What follows belongs to an exercise in optimizing a design on an open flow for small area; a production flow would make more cautious choices.
Only simulation tests tie the RTL to the original design; equivalence was not proved.
Power is estimated from default activity; no workload was simulated.

==> 07-11 <==
==> flow/design.v <==
module id_stage (
    input  logic        clk,
    input  logic        rst,
    input  logic [31:0] ID_pc,
    input  logic [31:0] ID_instr,
    input  logic        M_we,
    input  logic [4:0]  M_wa,
    input  logic        WB_we,
    input  logic [4:0]  WB_addr,
    input  logic [31:0] WB_wd,
    output logic        stall,
    output logic [2:0]  IF_j,
    output logic [31:0] IF_pc4,
    output logic [31:0] E_pc,
    output logic [31:0] E_instr,
    output logic [31:0] E_rd1,
    output logic [31:0] E_rd2,
    output logic [31:0] E_ext,
    output logic [4:0]  E_wa,
    output logic        E_we,
    output logic        E_load,
    output logic        E_store
);
    localparam logic [5:0] OP_RTYPE = 6'h00;
    localparam logic [5:0] OP_J     = 6'h02;
    localparam logic [5:0] OP_JAL   = 6'h03;
    localparam logic [5:0] OP_BEQ   = 6'h04;
    localparam logic [5:0] OP_ORI   = 6'h0D;
    localparam logic [5:0] OP_LUI   = 6'h0F;
    localparam logic [5:0] OP_LW    = 6'h23;
    localparam logic [5:0] OP_SW    = 6'h2B;
    localparam logic [5:0] FN_JR    = 6'h08;
    localparam logic [5:0] FN_ADDU  = 6'h21;
    localparam logic [5:0] FN_SUBU  = 6'h23;
    logic [31:1][31:0] grf_q;
    logic [31:1] vld_q;
    logic [31:0] e_pc_q, e_instr_q, e_rd1_q, e_rd2_q;
    logic        e_v_q;
    logic [5:0]  op, funct;
    logic [4:0]  rs, rt, rd;
    logic [15:0] imm;
    logic        is_addu, is_subu, is_jr, is_ori, is_lui, is_lw, is_sw;
    logic        is_beq, is_j, is_jal, use_rs, use_rt;
    assign op    = ID_instr[31:26];
    assign rs    = ID_instr[25:21];
    assign rt    = ID_instr[20:16];
    assign rd    = ID_instr[15:11];
    assign funct = ID_instr[5:0];
    assign imm   = ID_instr[15:0];
    assign is_addu = (op == OP_RTYPE) && (funct == FN_ADDU);
    assign is_subu = (op == OP_RTYPE) && (funct == FN_SUBU);
    assign is_jr   = (op == OP_RTYPE) && (funct == FN_JR);
    assign is_ori  = (op == OP_ORI);
    assign is_lui  = (op == OP_LUI);
    assign is_lw   = (op == OP_LW);
    assign is_sw   = (op == OP_SW);
    assign is_beq  = (op == OP_BEQ);
    assign is_j    = (op == OP_J);
    assign is_jal  = (op == OP_JAL);
    assign use_rs  = is_addu | is_subu | is_ori | is_lw | is_sw | is_beq | is_jr;
    assign use_rt  = is_addu | is_subu | is_sw | is_beq;
    logic [31:0] ei;
    logic [5:0]  e_op, e_funct;
    logic        e_rtype, e_ori, e_lui, e_lw, e_sw, e_beq, e_jal, e_addsub;
    logic [4:0]  e_wa;
    logic        e_we;
    assign ei      = e_instr_q & {32{e_v_q}};
    assign e_op    = ei[31:26];
    assign e_funct = ei[5:0];
    assign e_rtype = (e_op == OP_RTYPE);
    assign e_addsub = e_rtype && ((e_funct == FN_ADDU) || (e_funct == FN_SUBU));
    assign e_ori   = (e_op == OP_ORI);
    assign e_lui   = (e_op == OP_LUI);
    assign e_lw    = (e_op == OP_LW);
    assign e_sw    = (e_op == OP_SW);
    assign e_beq   = (e_op == OP_BEQ);
    assign e_jal   = (e_op == OP_JAL);
    always_comb begin
        e_wa = 5'd0;
        e_we = 1'b0;
        if (e_addsub) begin
            e_wa = ei[15:11];
            e_we = 1'b1;
        end else if (e_ori || e_lui || e_lw) begin
            e_wa = ei[20:16];
            e_we = 1'b1;
        end else if (e_jal) begin
            e_wa = 5'd31;
            e_we = 1'b1;
        end
    end
    logic stl;
    assign stl = (use_rs && (rs != 5'd0) &&
                  ((e_we && e_wa == rs) || (M_we && M_wa == rs))) ||
                 (use_rt && (rt != 5'd0) &&
                  ((e_we && e_wa == rt) || (M_we && M_wa == rt)));
    logic [31:1] wsel, dec1, dec2, rdok, sel1, sel2;
    logic        byp1, byp2;
    logic [31:0] rd1, rd2;
    always_comb
        for (int i = 1; i < 32; i++) begin
            wsel[i] = WB_we && (WB_addr == i[4:0]);
            dec1[i] = (rs == i[4:0]);
            dec2[i] = (rt == i[4:0]);
        end
    assign rdok = vld_q & ~wsel;
    assign sel1 = dec1 & rdok;
    assign sel2 = dec2 & rdok;
    assign byp1 = WB_we && (WB_addr == rs) && (rs != 5'd0);
    assign byp2 = WB_we && (WB_addr == rt) && (rt != 5'd0);
    id_rdport u_rp1 (.grf(grf_q), .sel(sel1), .byp(byp1), .wd(WB_wd), .q(rd1));
    id_rdport u_rp2 (.grf(grf_q), .sel(sel2), .byp(byp2), .wd(WB_wd), .q(rd2));
    logic [13:0] pc_hi, inc_hi, dec_hi;
    logic [15:0] pc_lo, inc_lo, br_lo;
    logic [14:1] ci, bi;
    logic        lo_all1, c16, eq;
    assign pc_hi   = ID_pc[31:18];
    assign pc_lo   = ID_pc[17:2];
    logic [16:1] cil;
    assign inc_lo[0] = ~pc_lo[0];
    assign cil[1]    = pc_lo[0];
    for (genvar k = 1; k < 16; k++) begin : g_incl
        id_ha u_inc (.a(pc_lo[k]), .b(cil[k]), .s(inc_lo[k]), .c(cil[k+1]));
    end
    assign lo_all1 = cil[16];
    logic [8:1]  cl;
    logic [15:8] s0, s1;
    logic [16:9] c0, c1;
    assign br_lo[0] = ~(pc_lo[0] ^ imm[0]);
    assign cl[1]    = pc_lo[0] | imm[0];
    for (genvar k = 1; k < 8; k++) begin : g_brl
        id_fa u_fa (.a(pc_lo[k]), .b(imm[k]), .ci(cl[k]), .s(br_lo[k]), .co(cl[k+1]));
    end
    assign s0[8] = pc_lo[8] ^ imm[8];
    assign c0[9] = pc_lo[8] & imm[8];
    assign s1[8] = ~(pc_lo[8] ^ imm[8]);
    assign c1[9] = pc_lo[8] | imm[8];
    for (genvar k = 9; k < 16; k++) begin : g_brh
        id_fa u_fa0 (.a(pc_lo[k]), .b(imm[k]), .ci(c0[k]), .s(s0[k]), .co(c0[k+1]));
        id_fa u_fa1 (.a(pc_lo[k]), .b(imm[k]), .ci(c1[k]), .s(s1[k]), .co(c1[k+1]));
    end
    assign br_lo[15:8] = cl[8] ? s1 : s0;
    assign c16         = cl[8] ? c1[16] : c0[16];
    assign inc_hi[0] = ~pc_hi[0];
    assign ci[1]     = pc_hi[0];
    assign dec_hi[0] = ~pc_hi[0];
    assign bi[1]     = ~pc_hi[0];
    for (genvar k = 1; k < 14; k++) begin : g_incdec
        id_ha u_inc (.a(pc_hi[k]), .b(ci[k]), .s(inc_hi[k]), .c(ci[k+1]));
        id_hs u_dec (.a(pc_hi[k]), .b(bi[k]), .d(dec_hi[k]), .bo(bi[k+1]));
    end
    logic beq_en, t_j, t_jr, t_pc0;
    logic t_br, t_pc, s_phi, s_inc, s_dec, s_phi4, s_inc4;
    logic c_same, c_up, c_dn;
    assign eq     = (rd1 == rd2);
    assign beq_en = !stl && is_beq;
    assign t_j    = !stl && (is_j || is_jal);
    assign t_jr   = !stl && is_jr;
    assign t_pc0  = !(t_j || t_jr);
    assign c_same = (c16 == imm[15]);
    assign c_up   = c16 && !imm[15];
    assign c_dn   = !c16 && imm[15];
    id_and2 u_tbr (.a(beq_en), .b(eq), .y(t_br));
    id_mux2 u_tpc (.s(eq), .a0(t_pc0), .a1(t_pc0 && !beq_en), .y(t_pc));
    id_mux2 u_phi (.s(eq), .a0(t_pc0 && !lo_all1),
                   .a1(beq_en ? c_same : (t_pc0 && !lo_all1)), .y(s_phi));
    id_mux2 u_inc (.s(eq), .a0(t_pc0 && lo_all1),
                   .a1(beq_en ? c_up : (t_pc0 && lo_all1)), .y(s_inc));
    id_and2 u_dec (.a(beq_en && c_dn), .b(eq), .y(s_dec));
    id_mux2 u_ph4 (.s(eq), .a0(!t_jr && !lo_all1),
                   .a1(beq_en ? c_same : (!t_jr && !lo_all1)), .y(s_phi4));
    id_mux2 u_in4 (.s(eq), .a0(!t_jr && lo_all1),
                   .a1(beq_en ? c_up : (!t_jr && lo_all1)), .y(s_inc4));
    assign IF_j = {1'b0, t_j | t_jr, t_br | t_jr};
    assign IF_pc4[1:0] = (ID_pc[1:0] & {2{t_pc | t_br}}) | (rd1[1:0] & {2{t_jr}});
    for (genvar k = 2; k < 18; k++) begin : g_pc_lo
        logic y0, y1;
        id_aoi222 u_a (.a1(inc_lo[k-2]), .a2(t_pc), .b1(br_lo[k-2]), .b2(t_br),
                       .c1(ID_instr[k-2]), .c2(t_j), .y(y0));
        id_nand2  u_b (.a(rd1[k]), .b(t_jr), .y(y1));
        id_nand2  u_c (.a(y0), .b(y1), .y(IF_pc4[k]));
    end
    for (genvar k = 18; k < 28; k++) begin : g_pc_mid
        logic y0, y1, y2;
        id_aoi222 u_a (.a1(pc_hi[k-18]), .a2(s_phi), .b1(inc_hi[k-18]), .b2(s_inc),
                       .c1(ID_instr[k-2]), .c2(t_j), .y(y0));
        id_nand2  u_b (.a(dec_hi[k-18]), .b(s_dec), .y(y1));
        id_nand2  u_c (.a(rd1[k]), .b(t_jr), .y(y2));
        id_nand3  u_d (.a(y0), .b(y1), .c(y2), .y(IF_pc4[k]));
    end
    for (genvar k = 28; k < 32; k++) begin : g_pc_top
        logic y0, y1;
        id_aoi222 u_a (.a1(pc_hi[k-18]), .a2(s_phi4), .b1(inc_hi[k-18]), .b2(s_inc4),
                       .c1(dec_hi[k-18]), .c2(s_dec), .y(y0));
        id_nand2  u_b (.a(rd1[k]), .b(t_jr), .y(y1));
        id_nand2  u_c (.a(y0), .b(y1), .y(IF_pc4[k]));
    end
    always_ff @(posedge clk)
        for (int i = 1; i < 32; i++)
            if (wsel[i]) grf_q[i] <= WB_wd;
    always_ff @(posedge clk or negedge rst)
        if (!rst) vld_q <= '0;
        else      vld_q <= vld_q | wsel;
    always_ff @(posedge clk) begin
        e_pc_q    <= ID_pc;
        e_instr_q <= ID_instr;
        e_rd1_q   <= rd1;
        e_rd2_q   <= rd2;
    end
    always_ff @(posedge clk or negedge rst)
        if (!rst) e_v_q <= 1'b0;
        else      e_v_q <= !stl;
    assign stall   = stl;
    assign E_pc    = e_pc_q & {32{e_v_q}};
    assign E_instr = ei;
    assign E_rd1   = e_rd1_q & {32{e_v_q}};
    assign E_rd2   = e_rd2_q & {32{e_v_q}};
    assign E_wa    = e_wa;
    assign E_we    = e_we;
    assign E_load  = e_lw;
    assign E_store = e_sw;
    logic ext_lo, ext_sx;
    assign ext_lo = e_ori | e_lw | e_sw | e_beq;
    assign ext_sx = ei[15] & (e_lw | e_sw | e_beq);
    for (genvar k = 0; k < 16; k++) begin : g_ext
        id_and2 u_lo (.a(ei[k]), .b(ext_lo), .y(E_ext[k]));
        id_ao21 u_hi (.a1(ei[k]), .a2(e_lui), .b(ext_sx), .y(E_ext[16+k]));
    end
endmodule
module id_rdport (
    input  logic [31:1][31:0] grf,
    input  logic [31:1]       sel,
    input  logic              byp,
    input  logic [31:0]       wd,
    output logic [31:0]       q
);
    for (genvar b = 0; b < 32; b++) begin : g_bit
        logic [10:0] y;
        logic [2:0]  p;
        for (genvar k = 0; k < 10; k++) begin : g_grp
            id_aoi222 u_aoi (
                .a1(grf[3*k+1][b]), .a2(sel[3*k+1]),
                .b1(grf[3*k+2][b]), .b2(sel[3*k+2]),
                .c1(grf[3*k+3][b]), .c2(sel[3*k+3]),
                .y(y[k]));
        end
        id_nand2 u_n31 (.a(grf[31][b]), .b(sel[31]), .y(y[10]));
        id_nand4 u_p0 (.a(y[0]), .b(y[1]), .c(y[2]),  .d(y[3]), .y(p[0]));
        id_nand4 u_p1 (.a(y[4]), .b(y[5]), .c(y[6]),  .d(y[7]), .y(p[1]));
        id_nand3 u_p2 (.a(y[8]), .b(y[9]), .c(y[10]), .y(p[2]));
        id_or3a2 u_q  (.a(p[0]), .b(p[1]), .c(p[2]), .d1(wd[b]), .d2(byp), .y(q[b]));
    end
endmodule
module id_aoi222 (
    input  logic a1, a2, b1, b2, c1, c2,
    output logic y
);
    assign y = ~((a1 & a2) | (b1 & b2) | (c1 & c2));
endmodule
module id_nand2 (
    input  logic a, b,
    output logic y
);
    assign y = ~(a & b);
endmodule
module id_nand3 (
    input  logic a, b, c,
    output logic y
);
    assign y = ~(a & b & c);
endmodule
module id_nand4 (
    input  logic a, b, c, d,
    output logic y
);
    assign y = ~(a & b & c & d);
endmodule
module id_or3a2 (
    input  logic a, b, c, d1, d2,
    output logic y
);
    assign y = a | b | c | (d1 & d2);
endmodule
module id_and2 (
    input  logic a, b,
    output logic y
);
    assign y = a & b;
endmodule
module id_ao21 (
    input  logic a1, a2, b,
    output logic y
);
    assign y = (a1 & a2) | b;
endmodule
module id_ha (
    input  logic a, b,
    output logic s, c
);
    assign s = a ^ b;
    assign c = a & b;
endmodule
module id_hs (
    input  logic a, b,
    output logic d, bo
);
    assign d  = a ^ b;
    assign bo = ~a & b;
endmodule
module id_fa (
    input  logic a, b, ci,
    output logic s, co
);
    assign s  = a ^ b ^ ci;
    assign co = (a & b) | (ci & (a ^ b));
endmodule
module id_mux2 (
    input  logic s, a0, a1,
    output logic y
);
    assign y = s ? a1 : a0;
endmodule
==> flow/flow/run.sh <==
#!/bin/bash
# Layout flow: the standard ORFS flow (standard.sh) with two overrides:
#  - port buffers use the smallest buffer cell (buf_1) instead of the
#    resizer's pick;
#  - clock tree synthesis uses clkbuf_4 buffers, clusters of at most 8
#    flip-flops within 40 um, and inserts no dummy loads.
# The make output goes to standard_flow.log in this folder; ORFS keeps each
# step's full log under orfs/logs.
set -euo pipefail
bash standard.sh \
  BUFFER_PORTS_ARGS="-buffer_cell sky130_fd_sc_hd__buf_1" \
  CTS_ARGS="-sink_clustering_enable -repair_clock_nets -buf_list sky130_fd_sc_hd__clkbuf_4 -dont_use_dummy_load -sink_clustering_size 8 -sink_clustering_max_diameter 40" \
  finish > standard_flow.log 2>&1
==> flow/standard.sh <==
#!/bin/bash
# synth_recipe.tcl (not shown) runs the flow's synth.tcl, then flattens the netlist and writes it again
# the make line also repeats each setting of config.mk as NAME=value (left out here)
make -C /OpenROAD-flow-scripts/flow DESIGN_CONFIG=/design/flow/config.mk WORK_HOME=/design/flow/orfs CLKGATE_MAP_FILE= SYNTH_SCRIPT=/design/flow/synth_recipe.tcl "${@:-finish}"
==> flow/config.mk <==
export PLATFORM = sky130hd
export DESIGN_NAME = id_stage
export DESIGN_NICKNAME = id_stage
export VERILOG_FILES = /design/flow/design.v
export SDC_FILE = /design/flow/constraint.sdc
export NUM_CORES = 4
export LEC_CHECK = 0
export CAP_MARGIN = 20
export CORE_MARGIN = 2
export CORE_UTILIZATION = 35
export SETUP_SLACK_MARGIN = 0.1
export SLEW_MARGIN = 20
export SYNTH_HIERARCHICAL = 1
export SYNTH_MINIMUM_KEEP_SIZE = 0
==> flow/constraint.sdc <==
create_clock -name core_clock -period 11.0 [get_ports {clk}]
set_input_delay 2.2000 -clock core_clock [delete_from_list [all_inputs] [get_ports {clk}]]
set_output_delay 2.2000 -clock core_clock [all_outputs]
set_load 0.01 [all_outputs]
==> inputs of 01-01, as changes to 07-11 <==
--- a/flow/design.v
+++ b/flow/design.v
@@ -111,88 +111,32 @@
     id_rdport u_rp1 (.grf(grf_q), .sel(sel1), .byp(byp1), .wd(WB_wd), .q(rd1));
     id_rdport u_rp2 (.grf(grf_q), .sel(sel2), .byp(byp2), .wd(WB_wd), .q(rd2));
+    logic [31:0] pc4, br_tgt;
     logic [13:0] pc_hi, inc_hi, dec_hi;
-    logic [15:0] pc_lo, inc_lo, br_lo;
-    logic [14:1] ci, bi;
-    logic        lo_all1, c16, eq;
+    logic [15:0] inc_lo, br_lo;
+    logic        lo_all1, c16;
     assign pc_hi   = ID_pc[31:18];
-    assign pc_lo   = ID_pc[17:2];
-    logic [16:1] cil;
-    assign inc_lo[0] = ~pc_lo[0];
-    assign cil[1]    = pc_lo[0];
-    for (genvar k = 1; k < 16; k++) begin : g_incl
-        id_ha u_inc (.a(pc_lo[k]), .b(cil[k]), .s(inc_lo[k]), .c(cil[k+1]));
-    end
-    assign lo_all1 = cil[16];
-    logic [8:1]  cl;
-    logic [15:8] s0, s1;
-    logic [16:9] c0, c1;
-    assign br_lo[0] = ~(pc_lo[0] ^ imm[0]);
-    assign cl[1]    = pc_lo[0] | imm[0];
-    for (genvar k = 1; k < 8; k++) begin : g_brl
-        id_fa u_fa (.a(pc_lo[k]), .b(imm[k]), .ci(cl[k]), .s(br_lo[k]), .co(cl[k+1]));
-    end
-    assign s0[8] = pc_lo[8] ^ imm[8];
-    assign c0[9] = pc_lo[8] & imm[8];
-    assign s1[8] = ~(pc_lo[8] ^ imm[8]);
-    assign c1[9] = pc_lo[8] | imm[8];
-    for (genvar k = 9; k < 16; k++) begin : g_brh
-        id_fa u_fa0 (.a(pc_lo[k]), .b(imm[k]), .ci(c0[k]), .s(s0[k]), .co(c0[k+1]));
-        id_fa u_fa1 (.a(pc_lo[k]), .b(imm[k]), .ci(c1[k]), .s(s1[k]), .co(c1[k+1]));
-    end
-    assign br_lo[15:8] = cl[8] ? s1 : s0;
-    assign c16         = cl[8] ? c1[16] : c0[16];
-    assign inc_hi[0] = ~pc_hi[0];
-    assign ci[1]     = pc_hi[0];
-    assign dec_hi[0] = ~pc_hi[0];
-    assign bi[1]     = ~pc_hi[0];
-    for (genvar k = 1; k < 14; k++) begin : g_incdec
-        id_ha u_inc (.a(pc_hi[k]), .b(ci[k]), .s(inc_hi[k]), .c(ci[k+1]));
-        id_hs u_dec (.a(pc_hi[k]), .b(bi[k]), .d(dec_hi[k]), .bo(bi[k+1]));
-    end
-    logic beq_en, t_j, t_jr, t_pc0;
-    logic t_br, t_pc, s_phi, s_inc, s_dec, s_phi4, s_inc4;
-    logic c_same, c_up, c_dn;
-    assign eq     = (rd1 == rd2);
-    assign beq_en = !stl && is_beq;
-    assign t_j    = !stl && (is_j || is_jal);
-    assign t_jr   = !stl && is_jr;
-    assign t_pc0  = !(t_j || t_jr);
-    assign c_same = (c16 == imm[15]);
-    assign c_up   = c16 && !imm[15];
-    assign c_dn   = !c16 && imm[15];
-    id_and2 u_tbr (.a(beq_en), .b(eq), .y(t_br));
-    id_mux2 u_tpc (.s(eq), .a0(t_pc0), .a1(t_pc0 && !beq_en), .y(t_pc));
-    id_mux2 u_phi (.s(eq), .a0(t_pc0 && !lo_all1),
-                   .a1(beq_en ? c_same : (t_pc0 && !lo_all1)), .y(s_phi));
-    id_mux2 u_inc (.s(eq), .a0(t_pc0 && lo_all1),
-                   .a1(beq_en ? c_up : (t_pc0 && lo_all1)), .y(s_inc));
-    id_and2 u_dec (.a(beq_en && c_dn), .b(eq), .y(s_dec));
-    id_mux2 u_ph4 (.s(eq), .a0(!t_jr && !lo_all1),
-                   .a1(beq_en ? c_same : (!t_jr && !lo_all1)), .y(s_phi4));
-    id_mux2 u_in4 (.s(eq), .a0(!t_jr && lo_all1),
-                   .a1(beq_en ? c_up : (!t_jr && lo_all1)), .y(s_inc4));
-    assign IF_j = {1'b0, t_j | t_jr, t_br | t_jr};
-    assign IF_pc4[1:0] = (ID_pc[1:0] & {2{t_pc | t_br}}) | (rd1[1:0] & {2{t_jr}});
-    for (genvar k = 2; k < 18; k++) begin : g_pc_lo
-        logic y0, y1;
-        id_aoi222 u_a (.a1(inc_lo[k-2]), .a2(t_pc), .b1(br_lo[k-2]), .b2(t_br),
-                       .c1(ID_instr[k-2]), .c2(t_j), .y(y0));
-        id_nand2  u_b (.a(rd1[k]), .b(t_jr), .y(y1));
-        id_nand2  u_c (.a(y0), .b(y1), .y(IF_pc4[k]));
-    end
-    for (genvar k = 18; k < 28; k++) begin : g_pc_mid
-        logic y0, y1, y2;
-        id_aoi222 u_a (.a1(pc_hi[k-18]), .a2(s_phi), .b1(inc_hi[k-18]), .b2(s_inc),
-                       .c1(ID_instr[k-2]), .c2(t_j), .y(y0));
-        id_nand2  u_b (.a(dec_hi[k-18]), .b(s_dec), .y(y1));
-        id_nand2  u_c (.a(rd1[k]), .b(t_jr), .y(y2));
-        id_nand3  u_d (.a(y0), .b(y1), .c(y2), .y(IF_pc4[k]));
-    end
-    for (genvar k = 28; k < 32; k++) begin : g_pc_top
-        logic y0, y1;
-        id_aoi222 u_a (.a1(pc_hi[k-18]), .a2(s_phi4), .b1(inc_hi[k-18]), .b2(s_inc4),
-                       .c1(dec_hi[k-18]), .c2(s_dec), .y(y0));
-        id_nand2  u_b (.a(rd1[k]), .b(t_jr), .y(y1));
-        id_nand2  u_c (.a(y0), .b(y1), .y(IF_pc4[k]));
+    assign inc_hi  = pc_hi + 14'd1;
+    assign dec_hi  = pc_hi - 14'd1;
+    assign inc_lo  = ID_pc[17:2] + 16'd1;
+    assign lo_all1 = &ID_pc[17:2];
+    assign {c16, br_lo} = {1'b0, ID_pc[17:2]} + {1'b0, imm} + 17'd1;
+    always_comb begin
+        pc4    = {lo_all1 ? inc_hi : pc_hi, inc_lo, ID_pc[1:0]};
+        br_tgt = {(c16 & ~imm[15]) ? inc_hi : (~c16 & imm[15]) ? dec_hi : pc_hi,
+                  br_lo, ID_pc[1:0]};
+        IF_j   = 3'd0;
+        IF_pc4 = pc4;
+        if (!stl) begin
+            if (is_beq && rd1 == rd2) begin
+                IF_j   = 3'd1;
+                IF_pc4 = br_tgt;
+            end else if (is_j || is_jal) begin
+                IF_j   = 3'd2;
+                IF_pc4 = {pc4[31:28], ID_instr[25:0], 2'b00};
+            end else if (is_jr) begin
+                IF_j   = 3'd3;
+                IF_pc4 = rd1;
+            end
+        end
     end
     always_ff @(posedge clk)
@@ -294,29 +238,2 @@
     assign y = (a1 & a2) | b;
 endmodule
-module id_ha (
-    input  logic a, b,
-    output logic s, c
-);
-    assign s = a ^ b;
-    assign c = a & b;
-endmodule
-module id_hs (
-    input  logic a, b,
-    output logic d, bo
-);
-    assign d  = a ^ b;
-    assign bo = ~a & b;
-endmodule
-module id_fa (
-    input  logic a, b, ci,
-    output logic s, co
-);
-    assign s  = a ^ b ^ ci;
-    assign co = (a & b) | (ci & (a ^ b));
-endmodule
-module id_mux2 (
-    input  logic s, a0, a1,
-    output logic y
-);
-    assign y = s ? a1 : a0;
-endmodule
--- a/flow/config.mk
+++ b/flow/config.mk
@@ -8,6 +8,5 @@
 export CAP_MARGIN = 20
 export CORE_MARGIN = 2
-export CORE_UTILIZATION = 35
-export SETUP_SLACK_MARGIN = 0.1
+export CORE_UTILIZATION = 45
 export SLEW_MARGIN = 20
 export SYNTH_HIERARCHICAL = 1
==> comparison table <==
Status: 07-11 no timing/DRC/antenna violations; 01-01 no timing/DRC/antenna violations
Antenna diode count: 07-11 13; 01-01 6
Crit. Startpoint: 07-11 ID_instr[21]; 01-01 WB_we
Post-placement cell count: 07-11 5,183; 01-01 4,903
Period utilisation layout: 07-11 0.972; 01-01 0.941
Via count: 07-11 37,500; 01-01 38,400
Internal power: 07-11 5.86 mW; 01-01 5.87 mW
Power share of the clock group: 07-11 0.272; 01-01 0.268
P&R area growth vs syn: 07-11 14.1%; 01-01 12.1%
M3 GR Usage: 07-11 0.0973; 01-01 0.136
Die area: 07-11 138,000 um2; 01-01 109,000 um2
Relative contribution of sequential cells to total power: 07-11 0.621; 01-01 0.616
Max-slew headroom: 07-11 0.157; 01-01 0.249
Multi-In Gates: 07-11 1,693; 01-01 1,850
Average footprint of a synthesized cell: 07-11 16.0 um2; 01-01 15.4 um2
Delay contributed by the slowest stage of the critical path: 07-11 0.89 ns; 01-01 0.60 ns
Final core area utilization: 07-11 0.403; 01-01 0.508
Max stage delay cell, worst path: 07-11 sky130_fd_sc_hd__nor3_2; 01-01 sky130_fd_sc_hd__a2111o_1
Invs w/o clock: 07-11 72; 01-01 30
Area of the multi-input gates: 07-11 14,100 um2; 01-01 14,700 um2
Number of non-clock buffers in the layout: 07-11 498; 01-01 481

-- port drivers added, routing unchanged --
The results above use ideal ports. As a check the final layouts listed here were re-extracted and re-timed, cells and wires unchanged. Step 1 (the two cells are an assumption about what drives the block):
set clk [get_ports {clk}]
set_driving_cell -lib_cell sky130_fd_sc_hd__clkbuf_16 $clk
set_driving_cell -lib_cell sky130_fd_sc_hd__buf_2 [delete_from_list [all_inputs] $clk]
Step 2 adds t to the input delays and takes it off the output delays; t is the mean of the earliest and latest rising clock arrival at the registers after step 1. Input paths then give back, and output paths get back, about the clock's delay inside the block. a / b / c = ideal ports / drivers / drivers and shift; a / b = the first two.
run	t (ns)	setup slack, ns	hold WS [ns]	latest minus earliest clock arrival (ns)	pins driven straight from the clock port
07-11	1.249	0.312 / 0.249 / 0.249	0.461 / 0.461 / 0.461	0.119 / 0.118	1
01-01	1.157	0.654 / 0.589 / 0.589	0.463 / 0.463 / 0.463	0.126 / 0.126	1
After both steps every run listed still meets setup and hold. The setup slack of 01-01, which loses most, moves by -0.065 ns with the drivers and by -0.065 ns with both steps.
